Context: an optimization exercise on an open-source flow, tuned for small area. The choices shown serve that exercise and are no tape-out recipe.
In this exercise RTL edits were held to simulation tests only and were not proved equivalent to the original.
The clock cells of runs 3 to 6 come from the design's own scripts or RTL, not from TritonCTS.
No driver is modelled on the clock port, so clock power and skew are understated where the tree is cut down; a real chip needs a root buffer or a tree.
Power is estimated from default activity; no workload was simulated.

File: design.v
package whp_pkg;
   localparam logic [31:0] TAG_RIFF = 32'h4646_4952;
   localparam logic [31:0] TAG_WAVE = 32'h4556_4157;
   localparam logic [31:0] TAG_FMT  = 32'h2074_6D66;
   localparam logic [31:0] TAG_FACT = 32'h7463_6166;
   localparam logic [31:0] TAG_LIST = 32'h5453_494C;
   localparam logic [31:0] TAG_DATA = 32'h6174_6164;
   localparam logic [2:0] MAX_CHANNELS_RESET = 3'd6;
   localparam logic [3:0] ERR_RIFF_TAG   = 4'd1;
   localparam logic [3:0] ERR_RIFF_SIZE  = 4'd2;
   localparam logic [3:0] ERR_WAVE_TAG   = 4'd3;
   localparam logic [3:0] ERR_FMT_TAG    = 4'd4;
   localparam logic [3:0] ERR_FMT_SIZE   = 4'd5;
   localparam logic [3:0] ERR_FORMAT     = 4'd6;
   localparam logic [3:0] ERR_CHANNELS   = 4'd7;
   localparam logic [3:0] ERR_RATE       = 4'd8;
   localparam logic [3:0] ERR_BITS       = 4'd9;
   localparam logic [3:0] ERR_FACT_SIZE  = 4'd10;
   localparam logic [3:0] ERR_LIST_SIZE  = 4'd11;
   localparam logic [3:0] ERR_CHUNK_TAG  = 4'd12;
   localparam logic [3:0] ERR_DATA_SIZE  = 4'd13;
   localparam logic [3:0] ERR_FLOAT_BITS = 4'd14;
   localparam logic [4:0] PH_HDR    = 5'd0;    
   localparam logic [4:0] PH_TAG_A  = 5'd1;    
   localparam logic [4:0] PH_TAG_B  = 5'd2;    
   localparam logic [4:0] PH_TAG_C  = 5'd3;    
   localparam logic [4:0] PH_TF     = 5'd4;    
   localparam logic [4:0] PH_TL     = 5'd5;    
   localparam logic [4:0] PH_TD     = 5'd6;    
   localparam logic [4:0] PH_SIZEF  = 5'd7;
   localparam logic [4:0] PH_SIZEL  = 5'd8;
   localparam logic [4:0] PH_SIZED  = 5'd9;
   localparam logic [4:0] PH_SKIPF  = 5'd10;
   localparam logic [4:0] PH_SKIPL  = 5'd11;
   localparam logic [4:0] PH_PAYHD  = 5'd12;   
   localparam logic [4:0] PH_PAY    = 5'd13;   
   localparam logic [4:0] PH_LAST   = 5'd14;   
   localparam logic [4:0] PH_DONE   = 5'd16;
endpackage
import whp_pkg::*;
module wav_header_parser (
   input  logic        clock,
   input  logic        reset,
   input  logic        req_valid,
   output logic        req_ready,
   input  logic [7:0]  req_in_byte,
   input  logic        req_start_of_file,
   output logic        rsp_valid,
   input  logic        rsp_ready,
   output logic        rsp_header_done,
   output logic [3:0]  rsp_error_code,
   output logic        rsp_is_payload,
   output logic [7:0]  rsp_payload_byte,
   output logic        rsp_last_payload,
   output logic [2:0]  rsp_num_channels,
   output logic [30:0] rsp_sample_rate,
   output logic [2:0]  rsp_bytes_per_sample,
   output logic [1:0]  rsp_sample_type,
   output logic [31:0] rsp_data_size,
   output logic [31:0] rsp_data_offset,
   input  logic        csr_valid,
   output logic        csr_ready,
   input  logic [2:0]  csr_max_channels
);
   logic [2:0]  max_chan_ff;
   logic        rsp_valid_ff;
   logic [4:0]  ph_ff,   ph_in;
   logic        idx1_ff, idx1_in;
   logic        e_ff,    e_in;
   logic        g_ff,    g_in;
   logic        flt_ff,  flt_in;
   logic [2:0]  chan_ff;
   logic [1:0]  bc_ff;           
   logic [31:0] a_ff, b_ff, o_ff;
   logic [31:0] bn_ff;    
   logic [31:0] an_ff;    
   logic [31:0] on_ff;    
   logic [30:0] rn_ff;    
   logic        accept, start;
   logic [4:0]  cph;
   logic [31:0] cur_o, o_in;
   logic        o_clr;
   logic [5:0]  pos;
   logic [7:0]  b;
   logic [1:0]  idx;
   logic        cond;
   logic [3:0]  err;
   logic        a_sh, b_sh, b_dec, chan_we, bc_we;
   logic [3:0]  r_we;
   logic        bz1;
   logic [8:0]  cmp;
   logic        hd;
   function automatic logic [7:0] tbyte(input logic [31:0] w, input logic [1:0] i);
      case (i)
         2'd0:    tbyte = w[7:0];
         2'd1:    tbyte = w[15:8];
         2'd2:    tbyte = w[23:16];
         default: tbyte = w[31:24];
      endcase
   endfunction
   assign accept    = req_valid && req_ready;
   assign req_ready = !rsp_valid_ff || rsp_ready;
   assign csr_ready = 1'b1;
   assign start = req_start_of_file;
   assign b     = req_in_byte;
   assign cph   = start ? PH_HDR : ph_ff;
   assign cur_o = start ? 32'd0 : o_ff;
   assign o_clr = reset || (accept && start);
   assign o_in  = o_clr ? {31'h7FFF_FFFF, reset} : (on_ff - {31'd0, accept});
   assign o_ff  = ~on_ff;
   assign pos   = cur_o[5:0];
   assign idx   = {idx1_ff, pos[0]};
   assign b_ff  = ~bn_ff;
   assign a_ff  = ~an_ff;
   assign bz1   = (bn_ff[31:1] == 31'h7FFF_FFFF);
   assign cmp   = {1'b0, a_ff[7:0]} - {1'b0, b} - {8'd0, g_ff};
   logic [7:0]  exp, msk;
   logic        spec, spec_ok, xok, last, pol, xfail;
   logic [3:0]  code;
   logic        fail, e_ok;
   always_comb begin
      exp     = 8'h00;
      msk     = 8'h00;
      spec    = 1'b0;
      spec_ok = 1'b0;
      xok     = 1'b1;
      last    = 1'b0;
      pol     = 1'b0;
      xfail   = 1'b0;
      code    = ERR_CHUNK_TAG;
      case (cph)
         PH_HDR: begin
            case (pos)
               6'd0, 6'd1, 6'd2, 6'd3: begin
                  exp = tbyte(TAG_RIFF, pos[1:0]); msk = 8'hFF; last = (pos == 6'd3);
                  code = ERR_RIFF_TAG;
               end
               6'd4, 6'd5, 6'd6, 6'd7: begin
                  msk = 8'hFF; last = (pos == 6'd7); pol = 1'b1; code = ERR_RIFF_SIZE;
               end
               6'd8, 6'd9, 6'd10, 6'd11: begin
                  exp = tbyte(TAG_WAVE, pos[1:0]); msk = 8'hFF; last = (pos == 6'd11);
                  code = ERR_WAVE_TAG;
               end
               6'd12, 6'd13, 6'd14, 6'd15: begin
                  exp = tbyte(TAG_FMT, pos[1:0]); msk = 8'hFF; last = (pos == 6'd15);
                  code = ERR_FMT_TAG;
               end
               6'd16: begin
                  exp = b[5] ? 8'h28 : 8'h10; msk = 8'hFD; xok = !b[5] || !b[1];
               end
               6'd17, 6'd18, 6'd19: begin msk = 8'hFF; last = (pos == 6'd19); code = ERR_FMT_SIZE; end
               6'd20: begin
                  exp = {{7{b[7]}}, !b[7]}; msk = 8'hFF;
               end
               6'd21: begin msk = 8'hFF; exp = {8{!g_ff}}; last = 1'b1; code = ERR_FORMAT; end
               6'd22: msk = 8'hF8;
               6'd23: begin
                  msk = 8'hFF; last = 1'b1; code = ERR_CHANNELS;
                  xfail = (chan_ff == 3'd0) || (chan_ff > max_chan_ff);
               end
               6'd24, 6'd25, 6'd26, 6'd27: begin
                  msk = 8'hFF; last = (pos == 6'd27); pol = 1'b1; code = ERR_RATE;
                  xfail = b[7];
               end
               6'd34: begin
                  msk = 8'hC7; xok = (b[5:3] != 3'd0) && (!b[5] || b[4:3] == 2'd0);
               end
               6'd35: begin msk = 8'hFF; last = 1'b1; code = ERR_BITS; end
               default: ;
            endcase
         end
         PH_TAG_A, PH_TAG_B, PH_TAG_C: begin
            spec = 1'b1;
            spec_ok = (b == TAG_FACT[7:0] && cph == PH_TAG_A) ||
                      (b == TAG_LIST[7:0] && cph != PH_TAG_C) ||
                      (b == TAG_DATA[7:0]);
         end
         PH_TF: begin msk = 8'hFF; exp = tbyte(TAG_FACT, idx); last = (idx == 2'd3); end
         PH_TL: begin msk = 8'hFF; exp = tbyte(TAG_LIST, idx); last = (idx == 2'd3); end
         PH_TD: begin msk = 8'hFF; exp = tbyte(TAG_DATA, idx); last = (idx == 2'd3); end
         PH_SIZEF, PH_SIZEL, PH_SIZED: begin
            msk = 8'hFF; last = (idx == 2'd3); pol = 1'b1;
            xfail = (cph == PH_SIZED) ? cmp[8] : b[7];
            code  = (cph == PH_SIZEF) ? ERR_FACT_SIZE :
                    (cph == PH_SIZEL) ? ERR_LIST_SIZE : ERR_DATA_SIZE;
         end
         default: ;
      endcase
      cond = spec ? spec_ok : (xok && (((b ^ exp) & msk) == 8'd0));
      e_ok = (e_ff || start) && cond;
      e_in = last || e_ok;
      fail = last && ((pol ? e_ok : !e_ok) || xfail);
   end
   always_comb begin
      ph_in   = cph;
      idx1_in = idx1_ff;
      g_in    = 1'b0;
      flt_in  = flt_ff;
      a_sh    = 1'b0;
      b_sh    = 1'b0;
      b_dec   = 1'b0;
      chan_we = 1'b0;
      bc_we   = 1'b0;
      r_we    = 4'd0;
      err     = fail ? code : 4'd0;
      case (cph)
         PH_HDR: begin
            flt_in  = 1'b0;
            idx1_in = 1'b0;
            case (pos)
               6'd4, 6'd5, 6'd6, 6'd7: a_sh = 1'b1;
               6'd16: b_sh = 1'b1;
               6'd20: g_in = b[0];
               6'd22: chan_we = 1'b1;
               6'd24: r_we[0] = 1'b1;
               6'd25: r_we[1] = 1'b1;
               6'd26: r_we[2] = 1'b1;
               6'd27: r_we[3] = 1'b1;
               6'd34: bc_we = 1'b1;
               6'd35: if (!b_ff[25] && !b_ff[29]) ph_in = PH_TAG_A;
               6'd37: if (b_ff[25]) ph_in = PH_TAG_A;
               6'd59: if (b_ff[29]) ph_in = PH_TAG_A;
               default: ;
            endcase
         end
         PH_TAG_A, PH_TAG_B, PH_TAG_C: begin
            if (b == TAG_FACT[7:0] && cph == PH_TAG_A)      ph_in = PH_TF;
            else if (b == TAG_LIST[7:0] && cph != PH_TAG_C) ph_in = PH_TL;
            else                                            ph_in = PH_TD;
         end
         PH_TF, PH_TL, PH_TD: begin
            idx1_in = idx1_ff ^ pos[0];
            if (idx == 2'd3) begin
               if (cph == PH_TF)      ph_in = PH_SIZEF;
               else if (cph == PH_TL) ph_in = PH_SIZEL;
               else                   ph_in = PH_SIZED;
            end
         end
         PH_SIZEF, PH_SIZEL: begin
            idx1_in = idx1_ff ^ pos[0];
            b_sh    = 1'b1;
            if (idx == 2'd3) begin
               if (cph == PH_SIZEF) begin ph_in = PH_SKIPF; flt_in = 1'b1; end
               else ph_in = PH_SKIPL;
            end
         end
         PH_SIZED: begin
            idx1_in = idx1_ff ^ pos[0];
            b_sh    = 1'b1;
            a_sh    = 1'b1;
            g_in    = cmp[8];
            if (idx == 2'd3) begin
               if (flt_ff && bc_ff != 2'd0) err   = ERR_FLOAT_BITS;
               else                         ph_in = PH_PAYHD;
            end
         end
         PH_SKIPF, PH_SKIPL: begin
            b_dec = 1'b1;
            if (bz1 && pos[0]) ph_in = (cph == PH_SKIPF) ? PH_TAG_B : PH_TAG_C;
         end
         PH_PAYHD, PH_PAY: begin
            a_sh  = 1'b1;
            b_dec = 1'b1;
            ph_in = (bz1 && b_ff[0]) ? PH_LAST : PH_PAY;
         end
         PH_LAST: ph_in = PH_DONE;
         default: ;
      endcase
      if (fail) err = code;
      if (err != 4'd0) ph_in = {1'b1, err};
   end
   always_ff @(posedge clock) begin
      if (reset) begin
         max_chan_ff <= MAX_CHANNELS_RESET;
      end else if (csr_valid) begin
         max_chan_ff <= csr_max_channels;
      end
   end
   always_ff @(posedge clock) begin
      if (reset) begin
         rsp_valid_ff <= 1'b0;
      end else if (accept) begin
         rsp_valid_ff <= 1'b1;
      end else if (rsp_ready) begin
         rsp_valid_ff <= 1'b0;
      end
   end
   always_ff @(posedge clock) begin
      if (reset) begin
         ph_ff <= PH_HDR;
      end else if (accept) begin
         ph_ff <= ph_in;
      end
   end
   always_ff @(posedge clock) begin
      on_ff <= o_in;
   end
   always_ff @(posedge clock) begin
      if (reset)       e_ff <= 1'b1;
      else if (accept) e_ff <= e_in;
   end
   always_ff @(posedge clock) begin
      if (accept && b_sh) bn_ff <= {~b, bn_ff[31:8]};
      else                bn_ff <= bn_ff + {31'd0, accept && b_dec};
   end
   always_ff @(posedge clock) begin
      if (accept) begin
         idx1_ff <= idx1_in;
         g_ff    <= g_in;
         flt_ff  <= flt_in;
         if (chan_we) chan_ff <= b[2:0];
         if (bc_we)   bc_ff   <= b[4:3];
         if (a_sh)    an_ff   <= {~b, an_ff[31:8]};
         if (r_we[0]) rn_ff[7:0]   <= ~b;
         if (r_we[1]) rn_ff[15:8]  <= ~b;
         if (r_we[2]) rn_ff[23:16] <= ~b;
         if (r_we[3]) rn_ff[30:24] <= ~b[6:0];
      end
   end
   assign hd                   = (ph_ff == PH_PAYHD);
   assign rsp_valid            = rsp_valid_ff;
   assign rsp_header_done      = hd;
   assign rsp_error_code       = ph_ff[4] ? ph_ff[3:0] : 4'd0;
   assign rsp_is_payload       = (ph_ff == PH_PAY) || (ph_ff == PH_LAST);
   assign rsp_payload_byte     = rsp_is_payload ? a_ff[31:24] : 8'd0;
   assign rsp_last_payload     = (ph_ff == PH_LAST);
   assign rsp_num_channels     = hd ? chan_ff : 3'd0;
   assign rsp_sample_rate      = hd ? ~rn_ff : 31'd0;
   assign rsp_bytes_per_sample = hd ? {bc_ff == 2'd0, bc_ff} : 3'd0;
   assign rsp_sample_type      = hd ? {flt_ff, !flt_ff && bc_ff != 2'd1} : 2'd0;
   assign rsp_data_size        = hd ? b_ff : 32'd0;
   assign rsp_data_offset      = hd ? o_ff : 32'd0;
endmodule
File: flow/run.sh
#!/bin/bash
# Layout flow: the standard ORFS flow with these layout choices changed:
#  - after the standard synthesis (run unchanged), the combinational logic
#    between the flip-flops is re-mapped by ABC for area (flow/reopt.sh with
#    the scripts flow/a*.abc); every flip-flop keeps its instance name and
#    cell. Of the re-mapped netlists whose worst setup slack before placement
#    (flow/slack.tcl) is at least 0.5 ns, the smallest is laid out; if none
#    is, the standard netlist is;
#  - each input and output port still gets its own buffer, but a small one
#    (sky130_fd_sc_hd__buf_1) instead of the default pick;
#  - the clock tree is built from clkbuf_8 cells without dummy loads.
# Logs: flow_synth.log, reopt_*/log.txt and reopt_*/slack.log, choice.log and
# flow_make.log in the work folder, and every ORFS step's own log under
# orfs/logs/.
set -euo pipefail
W=$(pwd)
PLAT=$FLOW_HOME/platforms/$FLOW_PLATFORM
R=$W/orfs/results/$FLOW_PLATFORM/wav_header_parser/base
LIB=$PLAT/lib/sky130_fd_sc_hd__tt_025C_1v80.lib
export BUFFER_PORTS_ARGS="-buffer_cell sky130_fd_sc_hd__buf_1"
export CTS_ARGS="-sink_clustering_enable -repair_clock_nets -dont_use_dummy_load -buf_list sky130_fd_sc_hd__clkbuf_8 -sink_clustering_size 50 -sink_clustering_max_diameter 100"
if ! command -v yosys > /dev/null; then
  export PATH="$FLOW_HOME/../tools/install/yosys/bin:$PATH"
fi

bash standard.sh synth > flow_synth.log 2>&1
cp "$R/1_2_yosys.v" "$W/1_2_yosys_standard.v"

for s in a1 a2 a3 a4; do
  mkdir -p "reopt_$s"
  (cd "reopt_$s" && bash "$W/flow/reopt.sh" "$W/1_2_yosys_standard.v" "$W/reopt_$s/out.v" \
     "$LIB" "$W/flow/$s.abc" > log.txt 2>&1) &
done
wait || true

best=""
best_area=""
: > choice.log
for s in a1 a2 a3 a4; do
  if [[ ! -s "reopt_$s/out.v" ]]; then echo "$s: no netlist" >> choice.log; continue; fi
  area=$(awk '/Chip area for top module/ {print $NF}' "reopt_$s/reopt_stat.txt")
  slack=$(PLAT="$PLAT" LIB="$LIB" NETLIST="$W/reopt_$s/out.v" SDC="$W/constraint.sdc" \
    openroad -no_init -exit "$W/flow/slack.tcl" > "reopt_$s/slack.log" 2>&1 || true;
    awk '/^SLACK/ {print $2}' "reopt_$s/slack.log")
  echo "$s: area $area slack ${slack:-none}" >> choice.log
  if [[ -n "$slack" && -n "$area" ]] && awk -v s="$slack" 'BEGIN { exit !(s >= 0.5e-9) }'; then
    if [[ -z "$best" ]] || awk -v a="$area" -v b="$best_area" 'BEGIN { exit !(a < b) }'; then
      best=$s
      best_area=$area
    fi
  fi
done
if [[ -n "$best" ]]; then
  echo "chosen: $best" >> choice.log
  cp "reopt_$best/out.v" "$R/1_2_yosys.v"
  rm -f "$R/1_synth.odb" "$R/1_synth.sdc"
else
  echo "chosen: standard netlist" >> choice.log
fi

bash standard.sh finish > flow_make.log 2>&1
File: flow/a1.abc
&get -n
&st
&fraig -x
&syn2
&deepsyn -T 60
&st
&if -g -K 6
&synch2
&nf -R 1000
&put
File: flow/a2.abc
&get -n
&st
&fraig -x
&syn2
&dch -f
&nf -a
&st
&dc2
&syn2
&dch -f
&nf -a -R 1000
&st
&dc2
&syn2
&dch -f
&nf -a -R 1000
&st
&dc2
&syn2
&dch -f
&nf -a -R 1000
&st
&if -g -K 6
&synch2
&nf -R 1000
&put
File: flow/a3.abc
&get -n
&st
&fraig -x
&syn2
&dch -f
&nf -a
&st
&dc2
&syn2
&dch -f
&nf -a -R 1000
&st
&dc2
&syn2
&dch -f
&nf -a -R 1000
&st
&dc2
&syn2
&dch -f
&nf -a -R 1000
&put
File: flow/a4.abc
&get -n
&st
&fraig -x
&syn2
&dch -f
&nf -p -R 1000
&st
&syn2
&if -g -K 6
&synch2
&nf -p -R 1000
&st
&syn2
&if -g -K 6
&synch2
&nf -p -R 1000
&st
&syn2
&if -g -K 6
&synch2
&nf -p -R 1000
&put
File: flow/reopt.sh
#!/bin/bash
# Re-map the combinational logic of the standard synthesis netlist for area.
# Usage: reopt.sh IN.v OUT.v LIB ABC_SCRIPT
# Every flip-flop instance is kept as it is (same instance name, same cell),
# only the logic between them is re-mapped by ABC with an area-oriented script.
set -euo pipefail
IN=$1; OUT=$2; LIB=$3; SCRIPT=$4
DU=""
for c in probe_p_8 probec_p_8 lpflow_bleeder_1 lpflow_clkbufkapwr_1 lpflow_clkbufkapwr_16 \
  lpflow_clkbufkapwr_2 lpflow_clkbufkapwr_4 lpflow_clkbufkapwr_8 lpflow_clkinvkapwr_1 \
  lpflow_clkinvkapwr_16 lpflow_clkinvkapwr_2 lpflow_clkinvkapwr_4 lpflow_clkinvkapwr_8 \
  lpflow_decapkapwr_12 lpflow_decapkapwr_3 lpflow_decapkapwr_4 lpflow_decapkapwr_6 \
  lpflow_decapkapwr_8 lpflow_inputiso0n_1 lpflow_inputiso0p_1 lpflow_inputiso1n_1 \
  lpflow_inputiso1p_1 lpflow_inputisolatch_1 lpflow_isobufsrc_1 lpflow_isobufsrc_16 \
  lpflow_isobufsrc_2 lpflow_isobufsrc_4 lpflow_isobufsrc_8 lpflow_isobufsrckapwr_16 \
  lpflow_lsbuf_lh_hl_isowell_tap_1 lpflow_lsbuf_lh_hl_isowell_tap_2 \
  lpflow_lsbuf_lh_hl_isowell_tap_4 lpflow_lsbuf_lh_isowell_4 lpflow_lsbuf_lh_isowell_tap_1 \
  lpflow_lsbuf_lh_isowell_tap_2 lpflow_lsbuf_lh_isowell_tap_4; do
  DU="$DU -dont_use sky130_fd_sc_hd__$c"
done
SEQ=$(grep -o 'sky130_fd_sc_hd__[a-z0-9_]*' "$IN" | sort -u | grep -E '__(e?dfx|dfr|dfs|dfb|sdf|sedf|dl)' | tr '\n' ' ')
cat > reopt.ys <<EOY
read_liberty -ignore_miss_func $LIB
read_verilog $IN
hierarchy -top wav_header_parser
setattr -mod -set keep_hierarchy 1 $SEQ
flatten
opt_clean -purge
abc -D 6000 -script $SCRIPT -liberty $LIB $DU
opt_clean -purge
hilomap -singleton -hicell sky130_fd_sc_hd__conb_1 HI -locell sky130_fd_sc_hd__conb_1 LO
splitnets
opt_clean -purge
rename -hide w:*.*
opt_clean -purge
tee -o reopt_stat.txt stat -liberty $LIB
select wav_header_parser
write_verilog -noattr -noexpr -nohex -nodec -selected $OUT
EOY
yosys -s reopt.ys
File: flow/slack.tcl
# Worst setup slack of a netlist before placement (no wires), for choosing
# among re-mapped netlists. Reads PLAT, LIB, NETLIST and SDC from the environment.
read_lef $::env(PLAT)/lef/sky130_fd_sc_hd.tlef
read_lef $::env(PLAT)/lef/sky130_fd_sc_hd_merged.lef
read_liberty $::env(LIB)
read_verilog $::env(NETLIST)
link_design wav_header_parser
read_sdc $::env(SDC)
puts "SLACK [sta::worst_slack_cmd max]"
File: standard.sh
#!/bin/bash
# synth_recipe.tcl (not shown) runs the flow's synth.tcl, then flattens the netlist and writes it again
# the make line also repeats each setting of config.mk as NAME=value (left out here)
make -C /OpenROAD-flow-scripts/flow DESIGN_CONFIG=/design/flow/config.mk WORK_HOME=/design/flow/orfs CLKGATE_MAP_FILE= SYNTH_SCRIPT=/design/flow/synth_recipe.tcl "${@:-finish}"
File: config.mk
export PLATFORM = sky130hd
export DESIGN_NAME = wav_header_parser
export DESIGN_NICKNAME = wav_header_parser
export VERILOG_FILES = /design/flow/design.v
export SDC_FILE = /design/flow/constraint.sdc
export NUM_CORES = 4
export LEC_CHECK = 0
export CAP_MARGIN = 20
export CORE_MARGIN = 2
export CORE_UTILIZATION = 60
export PLACE_DENSITY = 0.7
export SLEW_MARGIN = 20
File: constraint.sdc
create_clock -name core_clock -period 6.0 [get_ports {clock}]
set_input_delay 1.2000 -clock core_clock [delete_from_list [all_inputs] [get_ports {clock}]]
set_output_delay 1.2000 -clock core_clock [all_outputs]
set_load 0.01 [all_outputs]
==> results.json, run 1 <==
{
  "core_area_um2": 11300,
  "status": "timing/DRC/antenna clean",
  "drt_wl_total_mm": 19.0,
  "synth_fp_nets": 779,
  "crit_fanout": 7,
  "clock_latency_ps": 460,
  "grt_max_degree": 98,
  "antenna_found_initial": 0,
  "r2r_cells": 17,
  "power_density_nw_per_um2": 282,
  "nNetsFinal": 943,
  "nFillCells": 892,
  "grt_pass1_wl_mm": 30.5,
  "ctsRootBufferMaster": "clkbuf_8",
  "grt_use_total": 0.313,
  "cts_resized": 0,
  "cts_sinks": 145,
  "overflow": 0,
  "min_to": "an_ff[13]$_DFFE_PP_",
  "place.gp.congestion": 0.977,
  "dp_hpwl_mm": 13.5,
  "clk_pin_slew_ps": 80,
  "power.total_uw": 2230,
  "tightestPinTransition_ps": 976,
  "cts_buffer_depth": 2,
  "rows": 39,
  "grt_pass1_vias": 6055,
  "drtIter0Drc": 611,
  "setup-tns-final_ps": 0,
  "antenna_left": 0,
  "min_from": "an_ff[21]$_DFFE_PP_",
  "min_path_cells": 0,
  "hold_viol_final": 0,
  "vias": 6400,
  "r2r_start": "ph_ff[4]$_SDFFE_PP0P_",
  "final_max_slew_viol_count": 0,
  "maxCapViolations": 0,
  "fmax_ghz": 0.202,
  "vdd_drop_max_v": 0.000287,
  "drive_above_1_share": 0.0346,
  "drc": 0,
  "ys.warnings.count": 1,
  "layout.cells.most_common_list": "nor2_1 (172), buf_1 (136), dfxtp_1 (74), nand2_1 (73), edfxtp_1 (71)",
  "drt-wirelength-per-cell_um": 17.8,
  "relSlewSlack": 0.340,
  "hold_path.class": "flip-flop to flip-flop",
  "num_antenna_cells": 0,
  "cts_tree": "yes",
  "ios": 138,
  "final.min_clock_period_ps": 4940,
  "p_leak_uw": 0.00265,
  "fp.dieW_um": 111,
  "synthCells": 762,
  "h-tree-depth": 4,
  "crit_type": "input pin to flip-flop",
  "drt_first_pass_iters": 7,
  "netlist_area_um2": 6850,
  "reg2reg_slack_ps": 1420,
  "cts_made_buffers": 17,
  "crit_arrival_ps": 5290,
  "worstPathRequired_ps": 6350,
  "critPathCaptureType": "flip-flop",
  "area_growth_pct": 15.2,
  "portBuffers": 136,
  "fin_crit_sh": 0.823,
  "cts_hold_buf": 0,
  "avgSynthCellArea_um2": 8.99,
  "post-cts-setup-buffers": 0,
  "via_per_inst": 6.00,
  "rsz0062_at_grt": "no",
  "start_util": 0.608,
  "fin_skew_ps": 24.4,
  "layout_commonest_cell": "nor2_1",
  "finalSetupViolations": 0,
  "start_kind": "input pin",
  "dieArea_um2": 12300,
  "r2r_end": "ph_ff[1]$_SDFFE_PP0P_",
  "die_h_um": 111
}
## metal layers
layer	GRT usage	share of wire	vias to the layer above
li1	-	-	3053
met1	0.416	0.43	3025
met2	0.509	0.48	283
met3	0.0634	0.067	39
met4	0.122	0.023	0
met5	0	0	-
## how the worst max path moves through the flow
stage,slack [ps],startpoint,cells after the start,end
floorplan,980,rsp_ready,13,on_ff[31]$_SDFF_PP1_
global placement,900,req_start_of_file,19,ph_ff[1]$_SDFFE_PP0P_
detailed placement,690,req_start_of_file,18,ph_ff[1]$_SDFFE_PP0P_
CTS,1150,req_start_of_file,18,ph_ff[1]$_SDFFE_PP0P_
global route,740,req_start_of_file,19,ph_ff[1]$_SDFFE_PP0P_
finish,1060,req_start_of_file,18,ph_ff[1]$_SDFFE_PP0P_
## worst max-delay path, stage by stage
cell	delay, ps
buf_1	80
or2_0	310
nor3_1	270
nand2_1	120
or3_1	370
nor3_1	530
nor3_1	170
xnor2_1	200
nor4_1	290
o211ai_1	130
a221oi_1	270
nor3_1	80
a211oi_1	340
nor4_1	90
a211o_1	340
o2111ai_1	130
o21ai_0	100
a221oi_1	270
## power breakdown
part,internal [µW],leakage [µW],total [µW],switching [µW]
combinational,154,0.00128,336,183
sequential,1150,0.00125,1330,176
clock,249,0.000122,563,314
## per-stage QoR
stage / hold WS (ps) / utilization / instances / instance area, µm² / setup slack [ps]
after CTS: 402 / 0.699 / 1067 / 7880 / 1150
final: 403 / 0.701 / 1067 / 7900 / 1060
after detailed placement: 405 / 0.678 / 1050 / 7640 / 690
after global routing: 422 / 0.701 / 1067 / 7900 / 744
after global placement: 401 / 0.678 / 1050 / 7640 / 899
after floorplan: 400 / - / 762 / 6850 / 981
## flip-flops by register name, indices dropped and copies added (netlist names)
signal / flops
an_ff: 32
idx1_ff: 1
rn_ff: 31
bn_ff: 32
chan_ff: 3
max_chan_ff: 3
e_ff: 1
bc_ff: 2
on_ff: 32
ph_ff: 5
g_ff: 1
rsp_valid_ff: 1
flt_ff: 1
## layout make-up
type                    instances  area [µm²]  share of cell area
multi-input cells             596        3210               0.407
well taps                     143         179              0.0227
inverters                      21        78.8             0.00998
flip-flops and latches        145        3610               0.458
clock buffers                  17         234              0.0296
repair buffers                145         578              0.0732
==> run 2, diff against run 1 <==
==> flow/run.sh (replaced) <==
#!/bin/bash
# Layout flow: the standard ORFS flow with these layout choices changed:
#  - after the standard synthesis (run unchanged), the combinational logic
#    between the flip-flops is re-mapped by ABC for area (flow/reopt.sh with
#    each of the scripts flow/c*.abc); every flip-flop keeps its instance name
#    and cell. Each re-mapped netlist is checked before placement
#    (flow/check.tcl: buffering and sizing as the layout flow would, then
#    slack and area); of those that reach a worst setup slack of at least
#    0.2 ns, the one with the smallest area is laid out; if none does, the
#    standard netlist is;
#  - each input and output port still gets its own buffer, but a small one
#    (sky130_fd_sc_hd__buf_1) instead of the default pick;
#  - the clock tree is built from clkbuf_8 cells without dummy loads.
# Logs: flow_synth.log, reopt_*/log.txt and reopt_*/check.log, choice.log and
# flow_make.log in the work folder, and every ORFS step's own log under
# orfs/logs/.
set -euo pipefail
W=$(pwd)
PLAT=$FLOW_HOME/platforms/$FLOW_PLATFORM
R=$W/orfs/results/$FLOW_PLATFORM/wav_header_parser/base
LIB=$PLAT/lib/sky130_fd_sc_hd__tt_025C_1v80.lib
export BUFFER_PORTS_ARGS="-buffer_cell sky130_fd_sc_hd__buf_1"
export CTS_ARGS="-sink_clustering_enable -repair_clock_nets -dont_use_dummy_load -buf_list sky130_fd_sc_hd__clkbuf_8 -sink_clustering_size 50 -sink_clustering_max_diameter 100"
if ! command -v yosys > /dev/null; then
  export PATH="$FLOW_HOME/../tools/install/yosys/bin:$PATH"
fi
NP=${NUM_CORES:-4}

bash standard.sh synth > flow_synth.log 2>&1
cp "$R/1_2_yosys.v" "$W/1_2_yosys_standard.v"

remap() {
  local s=$1
  mkdir -p "reopt_$s"
  cd "reopt_$s"
  if bash "$W/flow/reopt.sh" "$W/1_2_yosys_standard.v" "$W/reopt_$s/out.v" "$LIB" \
       "$W/flow/$s.abc" > log.txt 2>&1; then
    PLAT="$PLAT" LIB="$LIB" NETLIST="$W/reopt_$s/out.v" SDC="$W/constraint.sdc" \
      openroad -no_init -exit "$W/flow/check.tcl" > check.log 2>&1 || true
  fi
}

CANDS=$(cd flow && ls c*.abc | sed 's/\.abc$//')
n=0
for s in $CANDS; do
  remap "$s" &
  n=$((n + 1))
  if (( n % NP == 0 )); then wait; fi
done
wait

best=""
best_area=""
: > choice.log
for s in $CANDS; do
  res=$(awk '/^RESULT/ {print $2, $3}' "reopt_$s/check.log" 2>/dev/null || true)
  echo "$s: ${res:-failed}" >> choice.log
  [[ -n "$res" ]] || continue
  slack=${res% *}
  area=${res#* }
  if awk -v s="$slack" 'BEGIN { exit !(s >= 0.2e-9) }'; then
    if [[ -z "$best" ]] || awk -v a="$area" -v b="$best_area" 'BEGIN { exit !(a < b) }'; then
      best=$s
      best_area=$area
    fi
  fi
done
if [[ -n "$best" ]]; then
  echo "chosen: $best" >> choice.log
  cp "reopt_$best/out.v" "$R/1_2_yosys.v"
  rm -f "$R/1_synth.odb" "$R/1_synth.sdc"
else
  echo "chosen: standard netlist" >> choice.log
fi

bash standard.sh finish > flow_make.log 2>&1
==> flow/c1.abc (new file) <==
&get -n
&st
&fraig -x
&syn2
&deepsyn -T 60 -S 0
&st
&if -g -K 6
&synch2
&nf -R 1000
&put
==> flow/c2.abc (new file) <==
&get -n
&st
&fraig -x
&syn2
&deepsyn -T 60 -S 0
&dch -f
&nf -a -R 1000
&st
&if -g -K 6
&synch2
&nf -R 1000
&put
==> flow/c3.abc (new file) <==
&get -n
&st
&fraig -x
&syn2
&deepsyn -T 60 -S 1
&st
&if -g -K 6
&synch2
&nf -R 1000
&put
==> flow/c4.abc (new file) <==
&get -n
&st
&fraig -x
&syn2
&deepsyn -T 60 -S 1
&dch -f
&nf -a -R 1000
&st
&if -g -K 6
&synch2
&nf -R 1000
&put
==> flow/c5.abc (new file) <==
&get -n
&st
&fraig -x
&syn2
&deepsyn -T 60 -S 2
&st
&if -g -K 6
&synch2
&nf -R 1000
&put
==> flow/c6.abc (new file) <==
&get -n
&st
&fraig -x
&syn2
&deepsyn -T 60 -S 2
&dch -f
&nf -a -R 1000
&st
&if -g -K 6
&synch2
&nf -R 1000
&put
==> flow/c7.abc (new file) <==
&get -n
&st
&fraig -x
&syn2
&deepsyn -T 60 -S 3
&st
&if -g -K 6
&synch2
&nf -R 1000
&put
==> flow/c8.abc (new file) <==
&get -n
&st
&fraig -x
&syn2
&deepsyn -T 60 -S 3
&dch -f
&nf -a -R 1000
&st
&if -g -K 6
&synch2
&nf -R 1000
&put
==> flow/check.tcl (new file) <==
# Estimate, before placement (no wires), how a re-mapped netlist fares once
# the layout flow has repaired it: buffer high fanout nets and size cells for
# setup, then print the worst setup slack and the cell area.
# Reads PLAT, LIB, NETLIST and SDC from the environment.
read_lef $::env(PLAT)/lef/sky130_fd_sc_hd.tlef
read_lef $::env(PLAT)/lef/sky130_fd_sc_hd_merged.lef
read_liberty $::env(LIB)
read_verilog $::env(NETLIST)
link_design wav_header_parser
read_sdc $::env(SDC)
source $::env(PLAT)/setRC.tcl
puts "BEFORE [sta::worst_slack_cmd max] [rsz::design_area]"
repair_design
repair_timing -setup -setup_margin 0.2
puts "RESULT [sta::worst_slack_cmd max] [rsz::design_area]"
removed: flow/a1.abc
removed: flow/a2.abc
removed: flow/a3.abc
removed: flow/a4.abc
removed: flow/slack.tcl
==> results.json, run 2 <==
{
  "cts_sinks": 145,
  "portBuffers": 136,
  "fin_skew_ps": 26.0,
  "layout.cells.most_common_list": "nor2_1 (157), buf_1 (136), nand2_1 (85), dfxtp_1 (74), edfxtp_1 (71)",
  "fp.dieW_um": 110,
  "rsz0062_at_grt": "no",
  "worstPathRequired_ps": 6340,
  "vdd_drop_max_v": 0.000264,
  "p_leak_uw": 0.00260,
  "overflow": 0,
  "hold_path.class": "flip-flop to flip-flop",
  "place_ws_ps": 497,
  "drive_above_1_share": 0.0443,
  "cts_hold_buf": 0,
  "critPathCaptureType": "flip-flop",
  "drc": 0,
  "top_regs": "an_ff: 32 flops, bn_ff: 32 flops, on_ff: 32 flops",
  "via_per_inst": 5.89,
  "grt_pass1_vias": 5561,
  "dp.cells": 1026,
  "h-tree-depth": 4,
  "clk_pin_slew_ps": 80,
  "rows": 38,
  "ys.warnings.count": 1,
  "dieArea_um2": 12100,
  "drt_wl_total_mm": 18.0,
  "relSlewSlack": 0.256,
  "post-cts-setup-buffers": 0,
  "netlist_area_um2": 6720,
  "layout_commonest_cell": "nor2_1",
  "num_antenna_cells": 0,
  "avgSynthCellArea_um2": 9.19,
  "grt_pass1_wl_mm": 27.7,
  "synthCells": 731,
  "finalSetupViolations": 0,
  "final_cells": 1043,
  "final.min_clock_period_ps": 5150,
  "hold_viol_final": 0,
  "place.gp.congestion": 0.995,
  "drt_first_pass_iters": 6,
  "vias": 6140,
  "setup_slack_ps": 851,
  "crit_arrival_ps": 5480,
  "dp_hpwl_mm": 12.7,
  "start_util": 0.617,
  "nFillCells": 884,
  "crit_fanout": 13,
  "cts_tree": "yes",
  "grt_use_total": 0.304,
  "core_area_um2": 10900,
  "fmax_ghz": 0.194,
  "area_growth_pct": 16.5,
  "ctsRootBufferMaster": "clkbuf_8",
  "final_max_slew_viol_count": 0,
  "cts_made_buffers": 17,
  "clock_latency_ps": 460,
  "fin_util": 0.719,
  "grt_max_degree": 98,
  "tightestPinTransition_ps": 1100,
  "setup-tns-final_ps": 0,
  "synth_fp_nets": 748,
  "antenna_found_initial": 0,
  "cts_resized": 0,
  "antenna_left": 0,
  "drtIter0Drc": 494,
  "drt-wirelength-per-cell_um": 17.3,
  "maxCapViolations": 0,
  "power_density_nw_per_um2": 273,
  "ios": 138,
  "nNetsFinal": 922,
  "status": "timing/DRC/antenna clean",
  "cts_buffer_depth": 2,
  "crit_type": "flip-flop to flip-flop",
  "die_h_um": 110,
  "start_kind": "flip-flop",
  "fin_crit_sh": 0.858
}
## run 2: final cells by class
class                      instances  area (µm²)  area share
clock buffer                      17         234      0.0299
sequential                       145        3610       0.462
timing repair buffer             155         653      0.0834
inverter                          17        63.8     0.00815
tap                              140         175      0.0224
multi-input combinational        569        3090       0.395
## run 2: path summary, 6_finish.rpt
path,start,to,slack [ps],depth (start not counted)
setup / recovery,on_ff[3]$_SDFF_PP1_,ph_ff[1]$_SDFFE_PP0P_,850,17
hold / removal,an_ff[11]$_DFFE_PP_,an_ff[3]$_DFFE_PP_,420,0
setup reg to reg,on_ff[3]$_SDFF_PP1_,ph_ff[1]$_SDFFE_PP0P_,850,17
hold reg to reg,an_ff[11]$_DFFE_PP_,an_ff[3]$_DFFE_PP_,420,0
## run 2: power breakdown
part           internal [µW]  switching (µW)  total, µW
Sequential              1140             147       1290
Combinational            127             163        290
Clock                    249             311        560
## run 2: metrics by stage
stage | cell area [µm²] | hold slack, ps | total power (µW)
after floorplan | 6730 | 400 | 1470
after global placement | 7590 | 401 | 1570
after detailed placement | 7590 | 405 | 1590
after CTS | 7830 | 422 | 2140
after global routing | 7830 | 428 | 2230
final | 7830 | 422 | 2140
## run 2: worst max-delay path, stage by stage (launching register included)
cell and delay (ps):
dfxtp_1 580, nor2_1 130, a22oi_1 260, a21oi_1 120, a2111oi_1 740, o21ai_0 310, a211oi_1 340, xnor2_1 110
a2111oi_0 480, o21ai_0 140, a21oi_1 140, o21ai_0 90, a21oi_1 230, xnor2_1 80, o21ai_0 690, nor3_1 110
a31o_1 220, a221oi_1 250
## run 2: routing by layer
metal / share of wire / global-route usage
met1: 0.42 / 0.403
met2: 0.48 / 0.489
met3: 0.084 / 0.0729
met4: 0.017 / 0.104
met5: 0 / 0
==> run 3, diff against run 2 <==
--- a/flow/run.sh
+++ b/flow/run.sh
@@ -10,7 +10,11 @@
 #    standard netlist is;
 #  - each input and output port still gets its own buffer, but a small one
 #    (sky130_fd_sc_hd__buf_1) instead of the default pick;
-#  - the clock tree is built from clkbuf_8 cells without dummy loads.
+#  - the clock tree: CTS builds it from clkbuf_8 cells without dummy loads,
+#    then flow/flat_cts.tcl (run at the end of the CTS step, before its
+#    result is written) replaces it by a flat balanced one with fewer
+#    buffers: the clock port drives one clkbuf_4, which drives 10 clkbuf_8,
+#    each placed at the centre of a cluster of about 15 flip-flops.
 # Logs: flow_synth.log, reopt_*/log.txt and reopt_*/check.log, choice.log and
 # flow_make.log in the work folder, and every ORFS step's own log under
 # orfs/logs/.
@@ -21,6 +25,11 @@
 LIB=$PLAT/lib/sky130_fd_sc_hd__tt_025C_1v80.lib
 export BUFFER_PORTS_ARGS="-buffer_cell sky130_fd_sc_hd__buf_1"
 export CTS_ARGS="-sink_clustering_enable -repair_clock_nets -dont_use_dummy_load -buf_list sky130_fd_sc_hd__clkbuf_8 -sink_clustering_size 50 -sink_clustering_max_diameter 100"
+export POST_CTS_TCL=$W/flow/flat_cts.tcl
+export CTS_FLAT_CLOCK=clock
+export CTS_FLAT_N=10
+export CTS_FLAT_BUF=sky130_fd_sc_hd__clkbuf_8
+export CTS_FLAT_ROOT=sky130_fd_sc_hd__clkbuf_4
 if ! command -v yosys > /dev/null; then
   export PATH="$FLOW_HOME/../tools/install/yosys/bin:$PATH"
 fi
==> flow/flat_cts.tcl (new file) <==
# Replace the clock tree that CTS built by a flat, balanced one: the clock
# port drives a root buffer (CTS_FLAT_ROOT; without it, the leaves directly),
# which drives CTS_FLAT_N leaf buffers (CTS_FLAT_BUF), each placed at the
# centre of a cluster of flip-flops and driving that cluster's clock pins.
# The clusters come from cutting the flip-flops' placement into parts of near
# equal size. Sourced by ORFS's CTS step (POST_CTS_TCL) before it writes its
# result.
proc flat_cts_collect {net bufs_var sinks_var} {
  upvar $bufs_var bufs
  upvar $sinks_var sinks
  foreach it [$net getITerms] {
    if {![$it isInputSignal] && [$it getIoType] != "INPUT"} { continue }
    set inst [$it getInst]
    set m [[$inst getMaster] getName]
    if {[string match "*clkbuf*" $m] || [string match "*clkinv*" $m] || [string match "*buf_*" $m]} {
      lappend bufs $inst
      foreach ot [$inst getITerms] {
        if {[$ot getIoType] == "OUTPUT" && [$ot getNet] != "NULL"} {
          flat_cts_collect [$ot getNet] bufs sinks
        }
      }
    } else {
      lappend sinks $it
    }
  }
}

proc flat_cts_split {items k} {
  # items: list of {x y iterm}; split into k groups of near equal size by
  # recursively cutting across the wider spread
  if {$k <= 1} { return [list $items] }
  set xs [lmap i $items {lindex $i 0}]
  set ys [lmap i $items {lindex $i 1}]
  set dx [expr {[tcl::mathfunc::max {*}$xs] - [tcl::mathfunc::min {*}$xs]}]
  set dy [expr {[tcl::mathfunc::max {*}$ys] - [tcl::mathfunc::min {*}$ys]}]
  set idx [expr {$dx >= $dy ? 0 : 1}]
  set sorted [lsort -real -index $idx $items]
  set k1 [expr {$k / 2}]
  set k2 [expr {$k - $k1}]
  set h [expr {int(round([llength $sorted] * double($k1) / $k))}]
  set a [lrange $sorted 0 [expr {$h - 1}]]
  set b [lrange $sorted $h end]
  return [concat [flat_cts_split $a $k1] [flat_cts_split $b $k2]]
}

set block [ord::get_db_block]
set clk_net [$block findNet $::env(CTS_FLAT_CLOCK)]
set bufs {}
set sinks {}
flat_cts_collect $clk_net bufs sinks
puts "flat_cts: removing [llength $bufs] clock buffers, [llength $sinks] sinks"
set items {}
foreach it $sinks {
  set inst [$it getInst]
  set loc [$inst getLocation]
  lappend items [list [lindex $loc 0] [lindex $loc 1] $it]
}
# disconnect sinks, delete old buffers and their nets
foreach it $sinks { $it disconnect }
set oldnets {}
foreach inst $bufs {
  foreach ot [$inst getITerms] {
    if {[$ot getIoType] == "OUTPUT" && [$ot getNet] != "NULL"} { lappend oldnets [$ot getNet] }
  }
}
foreach inst $bufs { odb::dbInst_destroy $inst }
foreach n [lsort -unique $oldnets] { if {[$n getName] != [$clk_net getName]} { odb::dbNet_destroy $n } }
set master [[ord::get_db] findMaster $::env(CTS_FLAT_BUF)]
set groups [flat_cts_split $items $::env(CTS_FLAT_N)]
# optional root buffer between the clock port and the leaf buffers
set src_net $clk_net
if {[info exists ::env(CTS_FLAT_ROOT)] && $::env(CTS_FLAT_ROOT) != ""} {
  set rinst [odb::dbInst_create $block [[ord::get_db] findMaster $::env(CTS_FLAT_ROOT)] "clkbuf_flat_root"]
  set src_net [odb::dbNet_create $block "clknet_flat_root"]
  $src_net setSigType CLOCK
  [$rinst findITerm A] connect $clk_net
  [$rinst findITerm X] connect $src_net
  set sx 0; set sy 0
  foreach i $items { set sx [expr {$sx + [lindex $i 0]}]; set sy [expr {$sy + [lindex $i 1]}] }
  $rinst setLocation [expr {int($sx / [llength $items])}] [expr {int($sy / [llength $items])}]
  $rinst setPlacementStatus PLACED
}
set g 0
foreach grp $groups {
  set sx 0; set sy 0
  foreach i $grp { set sx [expr {$sx + [lindex $i 0]}]; set sy [expr {$sy + [lindex $i 1]}] }
  set n [llength $grp]
  set inst [odb::dbInst_create $block $master "clkbuf_flat_$g"]
  set net [odb::dbNet_create $block "clknet_flat_$g"]
  $net setSigType CLOCK
  [$inst findITerm A] connect $src_net
  [$inst findITerm X] connect $net
  foreach i $grp { [lindex $i 2] connect $net }
  $inst setLocation [expr {int($sx / $n)}] [expr {int($sy / $n)}]
  $inst setPlacementStatus PLACED
  puts "flat_cts: clkbuf_flat_$g drives $n sinks"
  incr g
}
detailed_placement
--- a/config.mk
+++ b/config.mk
@@ -8,5 +8,6 @@
 export CAP_MARGIN = 20
 export CORE_MARGIN = 2
 export CORE_UTILIZATION = 60
+export GPL_TIMING_DRIVEN = 0
 export PLACE_DENSITY = 0.7
 export SLEW_MARGIN = 20
==> results.json, run 3 <==
{
  "r2r_cells": 19,
  "finalSetupViolations": 0,
  "nNetsFinal": 903,
  "antenna_found_initial": 0,
  "overflow": 0,
  "power.total_uw": 2020,
  "crit_fanout": 16,
  "crit_chain": "or2_0 -> nor4_1 -> nand2_1 -> a21oi_1 -> a2111oi_2 -> nand3_1 -> o21ai_0 -> a211oi_1 -> xnor2_1 -> a2111oi_0 -> o21ai_0 -> a21oi_1 -> o21ai_0 -> a21oi_1 -> xnor2_1 -> o21ai_1 -> nor3_1 -> a31o_1 -> a221oi_1",
  "layout_commonest_cell": "nor2_1",
  "hold_viol_final": 0,
  "grt_pass1_wl_mm": 27.0,
  "relSlewSlack": 0.256,
  "drtIter0Drc": 495,
  "crit_arrival_ps": 5850,
  "ios": 138,
  "antenna_left": 0,
  "clock_latency_ps": 530,
  "critPathCaptureType": "flip-flop",
  "fp.dieW_um": 110,
  "maxCapViolations": 0,
  "status": "timing/DRC/antenna clean",
  "hold_path.class": "flip-flop to flip-flop",
  "rows": 38,
  "min_to": "an_ff[4]$_DFFE_PP_",
  "cts_sinks": 145,
  "dp_hpwl_mm": 12.2,
  "rsz0062_at_grt": "no",
  "crit_buf_inv": 0,
  "grt_pass1_vias": 5438,
  "fin_crit_sh": 0.902,
  "vdd_drop_max_v": 0.000281,
  "portBuffers": 136,
  "crit_path_max_incr_delay_ps": 820,
  "drt_first_pass_iters": 5,
  "via_per_inst": 5.94,
  "final.min_clock_period_ps": 5410,
  "area_growth_pct": 14.9,
  "vias": 6078,
  "min_path_cells": 0,
  "final_cells": 1024,
  "fmax_ghz": 0.185,
  "dieArea_um2": 12100,
  "critPathTopFamily": "compound AO/OA/AOI/OAI gates",
  "worstPathRequired_ps": 6440,
  "avgSynthCellArea_um2": 9.19,
  "num_antenna_cells": 0,
  "p_leak_uw": 0.00252,
  "synthCells": 731,
  "reg2reg_slack_ps": 590,
  "drive_above_1_share": 0.0260,
  "place.gp.congestion": 0.942,
  "netlist_area_um2": 6720,
  "start_kind": "flip-flop",
  "grt_max_degree": 79,
  "tightestPinTransition_ps": 1100,
  "crit_type": "flip-flop to flip-flop",
  "synth_fp_nets": 748,
  "core_area_um2": 10900,
  "power_density_nw_per_um2": 261,
  "drt-wirelength-per-cell_um": 17.0,
  "drt_wl_total_mm": 17.4,
  "r2r_start": "ph_ff[1]$_SDFFE_PP0P_",
  "layout.cells.most_common_list": "nor2_1 (157), buf_1 (136), nand2_1 (85), dfxtp_1 (74), edfxtp_1 (71)",
  "ys.warnings.count": 1,
  "fin_skew_ps": 7.83,
  "top_regs": "an_ff: 32 flops, bn_ff: 32 flops, on_ff: 32 flops",
  "start_util": 0.617,
  "grt_use_total": 0.284,
  "min_from": "an_ff[12]$_DFFE_PP_",
  "die_h_um": 110,
  "whs_ps": 420,
  "drc": 0,
  "final_max_slew_viol_count": 0,
  "slowest_stage": "nor4_1",
  "dp.cells": 1013,
  "r2r_end": "ph_ff[1]$_SDFFE_PP0P_",
  "clk_pin_slew_ps": 90
}
[run 3: cell types whose count changed in the layout (fill, tap and decap cells not counted), moves of 2 or more]
cell	before	now
clkbuf_8	17	10
buf_4	19	0
buf_16	0	2
buf_8	0	3
[run 3: worst max path at each step]
| stage | slack [ps] | end | from | cells after the start |
|---|---|---|---|---|
| 6_report | 590 | ph_ff[1]$_SDFFE_PP0P_ | ph_ff[1]$_SDFFE_PP0P_ | 19 |
| 5_1_grt | 140 | ph_ff[1]$_SDFFE_PP0P_ | ph_ff[1]$_SDFFE_PP0P_ | 19 |
| 3_5_place_dp | 290 | ph_ff[1]$_SDFFE_PP0P_ | req_start_of_file | 18 |
| 3_3_place_gp | -140 | an_ff[0]$_DFFE_PP_ | ph_ff[0]$_SDFFE_PP0P_ | 6 |
| 2_1_floorplan | 960 | on_ff[31]$_SDFF_PP1_ | rsp_ready | 15 |
[run 3: where the power goes]
part           leakage, µW  total, µW  switching [µW]  internal (µW)
sequential         0.00125       1300             159           1140
clock            0.0000765        443             288            155
combinational      0.00119        276             151            125
total              0.00252       2020             599           1420
[run 3: through the flow]
stage	setup slack, ps	util	cell area, µm²	setup TNS (ps)
floorplan	964	-	6730	0
global placement	-137	0.681	7410	-4320
detailed placement	290	0.696	7580	0
global route	143	0.710	7730	0
finish	589	0.710	7730	0
[run 3: layout make-up]
class	instances	area, µm²
fill	875	3160
tap	140	175
multi-input combinational	569	3110
timing repair buffer	142	622
inverter	17	63.8
sequential	145	3610
buffer	11	145
[run 3: metal layers]
| metal | vias to the layer above | routed length [µm] | global-route usage |
|---|---|---|---|
| met4 | 0 | 255 | 0.0606 |
| met3 | 27 | 1290 | 0.0439 |
| met1 | 2882 | 7620 | 0.402 |
| li1 | 2924 | - | - |
| met2 | 245 | 8200 | 0.463 |
| met5 | - | 0 | 0 |
==> run 4, diff against run 3 <==
--- a/config.mk
+++ b/config.mk
@@ -5,9 +5,8 @@
 export SDC_FILE = /design/flow/constraint.sdc
 export NUM_CORES = 4
 export LEC_CHECK = 0
-export CAP_MARGIN = 20
+export CAP_MARGIN = 5
 export CORE_MARGIN = 2
 export CORE_UTILIZATION = 60
-export GPL_TIMING_DRIVEN = 0
 export PLACE_DENSITY = 0.7
-export SLEW_MARGIN = 20
+export SLEW_MARGIN = 5
==> results.json, run 4 <==
{
  "nFillCells": 877,
  "num_antenna_cells": 0,
  "grt_max_degree": 98,
  "start_kind": "flip-flop",
  "p_clk_frac": 0.222,
  "drt_first_pass_iters": 6,
  "hold_path.class": "flip-flop to flip-flop",
  "tightestPinTransition_ps": 1190,
  "setup-tns-final_ps": 0,
  "top_regs": "an_ff: 32 flops, bn_ff: 32 flops, on_ff: 32 flops",
  "r2r_start": "on_ff[3]$_SDFF_PP1_",
  "worstSetupEndpoint": "ph_ff[1]$_SDFFE_PP0P_",
  "via_per_inst": 5.82,
  "drt_wl_total_mm": 18.0,
  "antenna_found_initial": 0,
  "r2r_cells": 17,
  "critPathCaptureType": "flip-flop",
  "die_h_um": 110,
  "register_area_um2": 3610,
  "synthCells": 731,
  "avgSynthCellArea_um2": 9.19,
  "maxCapViolations": 0,
  "final_max_slew_viol_count": 0,
  "drc": 0,
  "final.min_clock_period_ps": 5260,
  "path_common_cell": "o21ai_0",
  "status": "timing/DRC/antenna clean",
  "vdd_drop_max_v": 0.000248,
  "vias": 6036,
  "area_growth_pct": 15.1,
  "finalSetupViolations": 0,
  "layout_commonest_cell": "nor2_1",
  "cts_sinks": 145,
  "reg2reg_slack_ps": 740,
  "drive_above_1_share": 0.0379,
  "ios": 138,
  "p_leak_uw": 0.00255,
  "dp_hpwl_mm": 12.7,
  "crit_type": "flip-flop to flip-flop",
  "start_util": 0.617,
  "nNetsFinal": 916,
  "grt_use_total": 0.293,
  "ys.warnings.count": 1,
  "netlist_area_um2": 6720,
  "p_sw_uw": 606,
  "crit_fanout": 13,
  "p_int_uw": 1420,
  "power.total_uw": 2030,
  "crit_path_max_incr_delay_ps": 900,
  "fin_crit_sh": 0.876,
  "grt_pass1_wl_mm": 27.8,
  "crit_arrival_ps": 5730,
  "crit_chain": "nor2_1 -> a22oi_1 -> a21oi_1 -> a2111oi_0 -> o21ai_0 -> a211oi_1 -> xnor2_1 -> a2111oi_0 -> o21ai_0 -> a21oi_1 -> o21ai_0 -> a21oi_1 -> xnor2_1 -> o21ai_0 -> nor3_1 -> a31o_1 -> a221oi_1",
  "synth_fp_nets": 748,
  "fp.dieW_um": 110,
  "antenna_left": 0,
  "place.gp.congestion": 0.995,
  "clock_latency_ps": 560,
  "critPathLaunch": "on_ff[3]$_SDFF_PP1_",
  "clk_pin_slew_ps": 100,
  "drtIter0Drc": 511,
  "fmax_ghz": 0.190,
  "fin_skew_ps": 15.7,
  "drt-wirelength-per-cell_um": 17.3,
  "power.share.sequential": 0.635,
  "relSlewSlack": 0.194,
  "sw_frac_of_total": 0.299,
  "hold_viol_final": 0,
  "power_density_nw_per_um2": 262,
  "dieArea_um2": 12100,
  "multi_input_area_um2": 3090,
  "grt_pass1_vias": 5580,
  "r2r_end": "ph_ff[1]$_SDFFE_PP0P_",
  "layout.cells.most_common_list": "nor2_1 (157), buf_1 (136), nand2_1 (85), dfxtp_1 (74), edfxtp_1 (71)",
  "portBuffers": 136,
  "overflow": 0,
  "pwr-share-comb": 0.143,
  "slowest_stage": "a2111oi_0",
  "core_area_um2": 10900,
  "rows": 38,
  "rsz0062_at_grt": "no",
  "worstPathRequired_ps": 6470
}
run 4: worst min-delay path by stage:
stage,startpoint,end,slack (ps),cells after the start
3_5_place_dp,an_ff[21]$_DFFE_PP_,an_ff[13]$_DFFE_PP_,400,0
6_report,an_ff[20]$_DFFE_PP_,an_ff[12]$_DFFE_PP_,430,0
3_3_place_gp,an_ff[12]$_DFFE_PP_,an_ff[4]$_DFFE_PP_,400,0
5_1_grt,an_ff[23]$_DFFE_PP_,an_ff[15]$_DFFE_PP_,440,0
2_1_floorplan,an_ff[8]$_DFFE_PP_,an_ff[0]$_DFFE_PP_,400,0
run 4: layer usage:
metal / part of all wire / wire length (µm) / global-route usage / vias up
li1: - / - / - / 2941
met1: 0.42 / 7520 / 0.394 / 2809
met2: 0.48 / 8650 / 0.495 / 250
met3: 0.082 / 1470 / 0.0504 / 36
met4: 0.019 / 343 / 0.0696 / 0
met5: 0 / 0 / 0 / -
run 4: final cells by class:
class / count / area share
buffer: 11 / 0.0188
sequential: 145 / 0.467
timing repair buffer: 155 / 0.0844
multi-input combinational: 569 / 0.399
tap: 140 / 0.0226
inverter: 17 / 0.00825
run 4: per-stage QoR:
| stage | std cells | setup slack (ps) | hold WS (ps) | utilization | instance area (µm²) |
|---|---|---|---|---|---|
| 6_report | 1037 | 742 | 427 | 0.711 | 7740 |
| 5_1_grt | 1037 | 314 | 436 | 0.711 | 7740 |
| 3_5_place_dp | 1026 | 497 | 405 | 0.697 | 7590 |
| 3_3_place_gp | 1026 | 654 | 401 | 0.697 | 7590 |
| 2_1_floorplan | 731 | 964 | 400 | - | 6730 |
run 4: worst max-delay path: cells and delay by family, from the launching register on:
kind	cells	cell delay, ps
flops	1	580
xor+xnor	2	210
compound gates	13	4130
simple gates	2	250
run 4: power groups by stage:
stage	logic [µW]	clock network (µW)	registers, µW
3_3_place_gp	275	0	1300
2_1_floorplan	199	0	1270
6_report	289	450	1290
3_5_place_dp	285	0	1310
5_1_grt	323	485	1310
==> run 5, diff against run 4 <==
--- a/config.mk
+++ b/config.mk
@@ -5,8 +5,8 @@
 export SDC_FILE = /design/flow/constraint.sdc
 export NUM_CORES = 4
 export LEC_CHECK = 0
-export CAP_MARGIN = 5
+export CAP_MARGIN = 20
 export CORE_MARGIN = 2
 export CORE_UTILIZATION = 60
 export PLACE_DENSITY = 0.7
-export SLEW_MARGIN = 5
+export SLEW_MARGIN = 20
==> results.json, run 5 <==
{
  "status": "timing/DRC/antenna clean",
  "drive_above_1_share": 0.0379,
  "place.gp.congestion": 0.995,
  "setup_slack_ps": 841,
  "synthCells": 731,
  "fin_skew_ps": 16.8,
  "relSlewSlack": 0.228,
  "start_util": 0.617,
  "power.share.sequential": 0.635,
  "crit_type": "flip-flop to flip-flop",
  "fmax_ghz": 0.194,
  "r2r_cells": 17,
  "dp_hpwl_mm": 12.7,
  "antenna_found_initial": 0,
  "whs_ps": 427,
  "grt_max_degree": 98,
  "crit_arrival_ps": 5620,
  "clock_latency_ps": 550,
  "drc": 0,
  "worstPathRequired_ps": 6460,
  "synth_fp_nets": 748,
  "drt_wl_total_mm": 18.0,
  "rows": 38,
  "via_per_inst": 5.85,
  "hold_path.class": "flip-flop to flip-flop",
  "portBuffers": 136,
  "r2r_end": "ph_ff[1]$_SDFFE_PP0P_",
  "fp.dieW_um": 110,
  "maxCapViolations": 0,
  "grt_use_total": 0.293,
  "final_max_slew_viol_count": 0,
  "ys.warnings.count": 1,
  "antenna_left": 0,
  "grt_pass1_wl_mm": 27.8,
  "use_met3": 0.0504,
  "clk_pin_slew_ps": 100,
  "grt_util_met1": 0.394,
  "cts_sinks": 145,
  "core_area_um2": 10900,
  "rsz0062_at_grt": "no",
  "reg2reg_slack_ps": 840,
  "die_h_um": 110,
  "num_antenna_cells": 0,
  "p_clk_frac": 0.223,
  "power_density_nw_per_um2": 262,
  "sw_frac_of_total": 0.300,
  "critPathLaunch": "on_ff[3]$_SDFF_PP1_",
  "grt_pass1_vias": 5580,
  "vdd_drop_max_v": 0.000248,
  "r2r_start": "on_ff[3]$_SDFF_PP1_",
  "crit_fanout": 13,
  "fin_util": 0.711,
  "drtIter0Drc": 499,
  "avgSynthCellArea_um2": 9.19,
  "dieArea_um2": 12100,
  "nNetsFinal": 916,
  "pwr-share-comb": 0.143,
  "setup-tns-final_ps": 0,
  "fin_crit_sh": 0.860,
  "tightestPinTransition_ps": 1140,
  "final.min_clock_period_ps": 5160,
  "drt_first_pass_iters": 5,
  "netlist_area_um2": 6720,
  "power.total_uw": 2030,
  "critPathCaptureType": "flip-flop",
  "p_leak_uw": 0.00255,
  "overflow": 0,
  "area_growth_pct": 15.2,
  "layout_commonest_cell": "nor2_1",
  "nFillCells": 879,
  "grt-busiest-layer": "met2",
  "hold_viol_final": 0,
  "finalSetupViolations": 0,
  "start_kind": "flip-flop",
  "vias": 6065,
  "p_sw_uw": 608,
  "worstSetupEndpoint": "ph_ff[1]$_SDFFE_PP0P_",
  "place_ws_ps": 497,
  "met2_usage": 0.495,
  "drt-wirelength-per-cell_um": 17.3,
  "layout.cells.most_common_list": "nor2_1 (157), buf_1 (136), nand2_1 (85), dfxtp_1 (74), edfxtp_1 (71)",
  "ios": 138,
  "p_int_uw": 1420,
  "top_regs": "an_ff: 32 flops, bn_ff: 32 flops, on_ff: 32 flops"
}
## run 5: power groups by stage
stage          clock [µW]  combinational [µW]  sequential [µW]
3_5_place_dp            0                 285             1310
3_3_place_gp            0                 275             1300
6_report              452                 289             1290
2_1_floorplan           0                 199             1270
5_1_grt               485                 323             1310
## run 5: layer usage
metal	share of wire	vias up
li1	-	2954
met1	0.42	2836
met2	0.48	242
met3	0.076	33
met4	0.020	0
met5	0	-
## run 5: worst max-delay path, stage by stage, from the launching register on
cell and delay (ps):
dfxtp_1 580, nor2_1 130, a22oi_1 250, a21oi_1 100
a2111oi_1 800, o21ai_0 330, a211oi_1 340, xnor2_1 120
a2111oi_0 460, o21ai_0 160, a21oi_1 150, o21ai_0 90
a21oi_1 230, xnor2_1 80, o21ai_0 650, nor3_1 120
a31o_1 210, a221oi_1 270
## run 5: how the worst min path moves through the flow
stage,cells after the start,endpoint,from
2_1_floorplan,0,an_ff[0]$_DFFE_PP_,an_ff[8]$_DFFE_PP_
3_5_place_dp,0,an_ff[13]$_DFFE_PP_,an_ff[21]$_DFFE_PP_
6_report,0,an_ff[12]$_DFFE_PP_,an_ff[20]$_DFFE_PP_
3_3_place_gp,0,an_ff[4]$_DFFE_PP_,an_ff[12]$_DFFE_PP_
5_1_grt,0,an_ff[15]$_DFFE_PP_,an_ff[23]$_DFFE_PP_
## run 5: per-stage QoR
| step | instances | instance area [µm²] |
|---|---|---|
| global route | 1037 | 7740 |
| floorplan | 731 | 6730 |
| finish | 1037 | 7740 |
| detailed placement | 1026 | 7590 |
| global placement | 1026 | 7590 |
## run 5: area by class of cell
cell class,count,area (µm²),share of cell area
Buffer,11,145,0.0188
Tap cell,140,175,0.0226
Inverter,17,63.8,0.00824
Multi-Input combinational cell,569,3090,0.399
Sequential cell,145,3610,0.467
Timing Repair Buffer,155,653,0.0844
==> run 6, diff against run 5 <==
--- a/flow/run.sh
+++ b/flow/run.sh
@@ -8,6 +8,8 @@
 #    slack and area); of those that reach a worst setup slack of at least
 #    0.2 ns, the one with the smallest area is laid out; if none does, the
 #    standard netlist is;
+#  - after global routing, ORFS's power recovery (RECOVER_POWER) downsizes
+#    cells on paths with positive slack;
 #  - each input and output port still gets its own buffer, but a small one
 #    (sky130_fd_sc_hd__buf_1) instead of the default pick;
 #  - the clock tree: CTS builds it from clkbuf_8 cells without dummy loads,
@@ -25,6 +27,7 @@
 LIB=$PLAT/lib/sky130_fd_sc_hd__tt_025C_1v80.lib
 export BUFFER_PORTS_ARGS="-buffer_cell sky130_fd_sc_hd__buf_1"
 export CTS_ARGS="-sink_clustering_enable -repair_clock_nets -dont_use_dummy_load -buf_list sky130_fd_sc_hd__clkbuf_8 -sink_clustering_size 50 -sink_clustering_max_diameter 100"
+export RECOVER_POWER=100
 export POST_CTS_TCL=$W/flow/flat_cts.tcl
 export CTS_FLAT_CLOCK=clock
 export CTS_FLAT_N=10
==> results.json, run 6 <==
{
  "status": "finished with violations",
  "violatedChecks": "capacitance limit, slew limit",
  "relSlewSlack": -0.502,
  "fp.dieW_um": 110,
  "min_from": "an_ff[20]$_DFFE_PP_",
  "dp.cells": 1026,
  "synth_fp_nets": 748,
  "drc": 0,
  "place_ws_ps": 497,
  "final.min_clock_period_ps": 5090,
  "grt_pass1_wl_mm": 27.8,
  "crit_type": "flip-flop to flip-flop",
  "antenna_left": 0,
  "maxCapViolations": 3,
  "drt_wl_total_mm": 18.0,
  "finalSetupViolations": 0,
  "start_util": 0.617,
  "final_cells": 1037,
  "dieArea_um2": 12100,
  "crit_arrival_ps": 5560,
  "nFillCells": 889,
  "clk_pin_slew_ps": 100,
  "fin_crit_sh": 0.849,
  "register_area_um2": 3610,
  "tightestPinTransition_ps": 2250,
  "overflow": 0,
  "area_growth_pct": 14.2,
  "synthCells": 731,
  "ys.warnings.count": 1,
  "crit_fanout": 13,
  "vias": 6088,
  "via_per_inst": 5.87,
  "core_area_um2": 10900,
  "power.total_uw": 2020,
  "drt_first_pass_iters": 7,
  "start_kind": "flip-flop",
  "hold_path.class": "flip-flop to flip-flop",
  "ios": 138,
  "r2r_start": "on_ff[3]$_SDFF_PP1_",
  "drt-wirelength-per-cell_um": 17.3,
  "grt_pass1_vias": 5580,
  "place.gp.congestion": 0.995,
  "portBuffers": 136,
  "hold_viol_final": 0,
  "worstPathRequired_ps": 6470,
  "clock_latency_ps": 560,
  "critPathCaptureType": "flip-flop",
  "power_density_nw_per_um2": 264,
  "critPathLaunch": "on_ff[3]$_SDFF_PP1_",
  "rsz0062_at_grt": "no",
  "layout_commonest_cell": "nor2_1",
  "p_leak_uw": 0.00251,
  "antenna_found_initial": 0,
  "fin_skew_ps": 16.4,
  "dp_hpwl_mm": 12.7,
  "fmax_ghz": 0.196,
  "num_antenna_cells": 0,
  "cts_sinks": 145,
  "grt_max_degree": 98,
  "layout.cells.most_common_list": "nor2_1 (157), buf_1 (129), nand2_1 (85), dfxtp_1 (74), edfxtp_1 (71)",
  "rows": 38,
  "nNetsFinal": 916,
  "drive_above_1_share": 0.0245,
  "avgSynthCellArea_um2": 9.19,
  "setup_slack_ps": 905,
  "setup-tns-final_ps": 0,
  "vdd_drop_max_v": 0.000248,
  "die_h_um": 110,
  "top_regs": "an_ff: 32 flops, bn_ff: 32 flops, on_ff: 32 flops",
  "grt_use_total": 0.293,
  "netlist_area_um2": 6720,
  "final_max_slew_viol_count": 196,
  "multi_input_area_um2": 3070,
  "drtIter0Drc": 457
}
## run 6: critical path, cell delays in order, from the launching register on
cell,delay [ps]
dfxtp_1,590
nor2_1,130
a22oi_1,250
a21oi_1,100
a2111oi_1,780
o21ai_0,300
a211oi_1,330
xnor2_1,110
a2111oi_0,460
o21ai_0,150
a21oi_1,140
o21ai_0,90
a21oi_1,240
xnor2_1,80
o21ai_0,660
nor3_1,120
a31o_1,210
a221oi_1,250
## run 6: path summary, 6_finish.rpt
path / to / slack (ps) / depth (start not counted)
max: ph_ff[1]$_SDFFE_PP0P_ / 910 / 17
min: an_ff[12]$_DFFE_PP_ / 430 / 0
max reg2reg: ph_ff[1]$_SDFFE_PP0P_ / 910 / 17
min reg2reg: an_ff[12]$_DFFE_PP_ / 430 / 0
## run 6: through the flow
stage               utilization  area (µm²)  hold slack [ps]
global placement          0.697        7590              401
detailed placement        0.697        7590              405
finish                    0.705        7680              428
floorplan                     -        6730              400
global route              0.705        7680              436
## run 6: final cells by class
cell class | instances | share of cell area
multi-input combinational | 569 | 0.399
sequential | 145 | 0.471
buffer | 11 | 0.0189
timing repair buffer | 155 | 0.0802
tap | 140 | 0.0228
inverter | 17 | 0.00831
## run 6: power by group
part | total (µW) | internal [µW] | leakage (µW) | switching, µW
sequential | 1290 | 1140 | 0.00125 | 149
clock | 451 | 155 | 0.0000765 | 296
combinational | 285 | 124 | 0.00118 | 161
total | 2020 | 1420 | 0.00251 | 606
## run 6: routing by layer
| layer | global-route usage | wire length, µm | vias to the layer above |
|---|---|---|---|
| met5 | 0 | 0 | - |
| met4 | 0.0696 | 325 | 0 |
| met3 | 0.0504 | 1440 | 31 |
| met2 | 0.495 | 8660 | 281 |
| met1 | 0.394 | 7540 | 2827 |
| li1 | - | - | 2949 |

==> separate check: timing with driven ports <==
Ports are ideal in the flow. The routed layouts listed here were re-timed in OpenROAD.
Step 1 sets driving cells, clkbuf_16 on the clock port and buf_2 on the other inputs (assumed; they add their load-dependent delay and slew).
Step 2 times the ports against the registers' clock, not the clock port: input delays grow and output delays shrink by t, the midpoint of the rising clock arrivals with the driver on.
a / b / c = ideal / step 1 / step 2; a / b = the first two.
run	t (ns)	setup slack, ns	worst slew at a driven data input, ns	pins driven straight from the clock port
run 1	0.483	1.062 / 1.076 / 0.592	0.04	1
run 2	0.480	0.851 / 0.851 / 0.494	0.04	1
run 3	0.562	0.589 / 0.589 / 0.214	0.04	1
run 4	0.583	0.742 / 0.742 / 0.369	0.04	1
run 5	0.579	0.841 / 0.840 / 0.487	0.04	1
run 6	0.581	0.905 / 0.905 / 0.562	0.04	1
The setup slack of run 1, which loses most, moves by +0.014 ns with the drivers and by -0.470 ns with both steps.
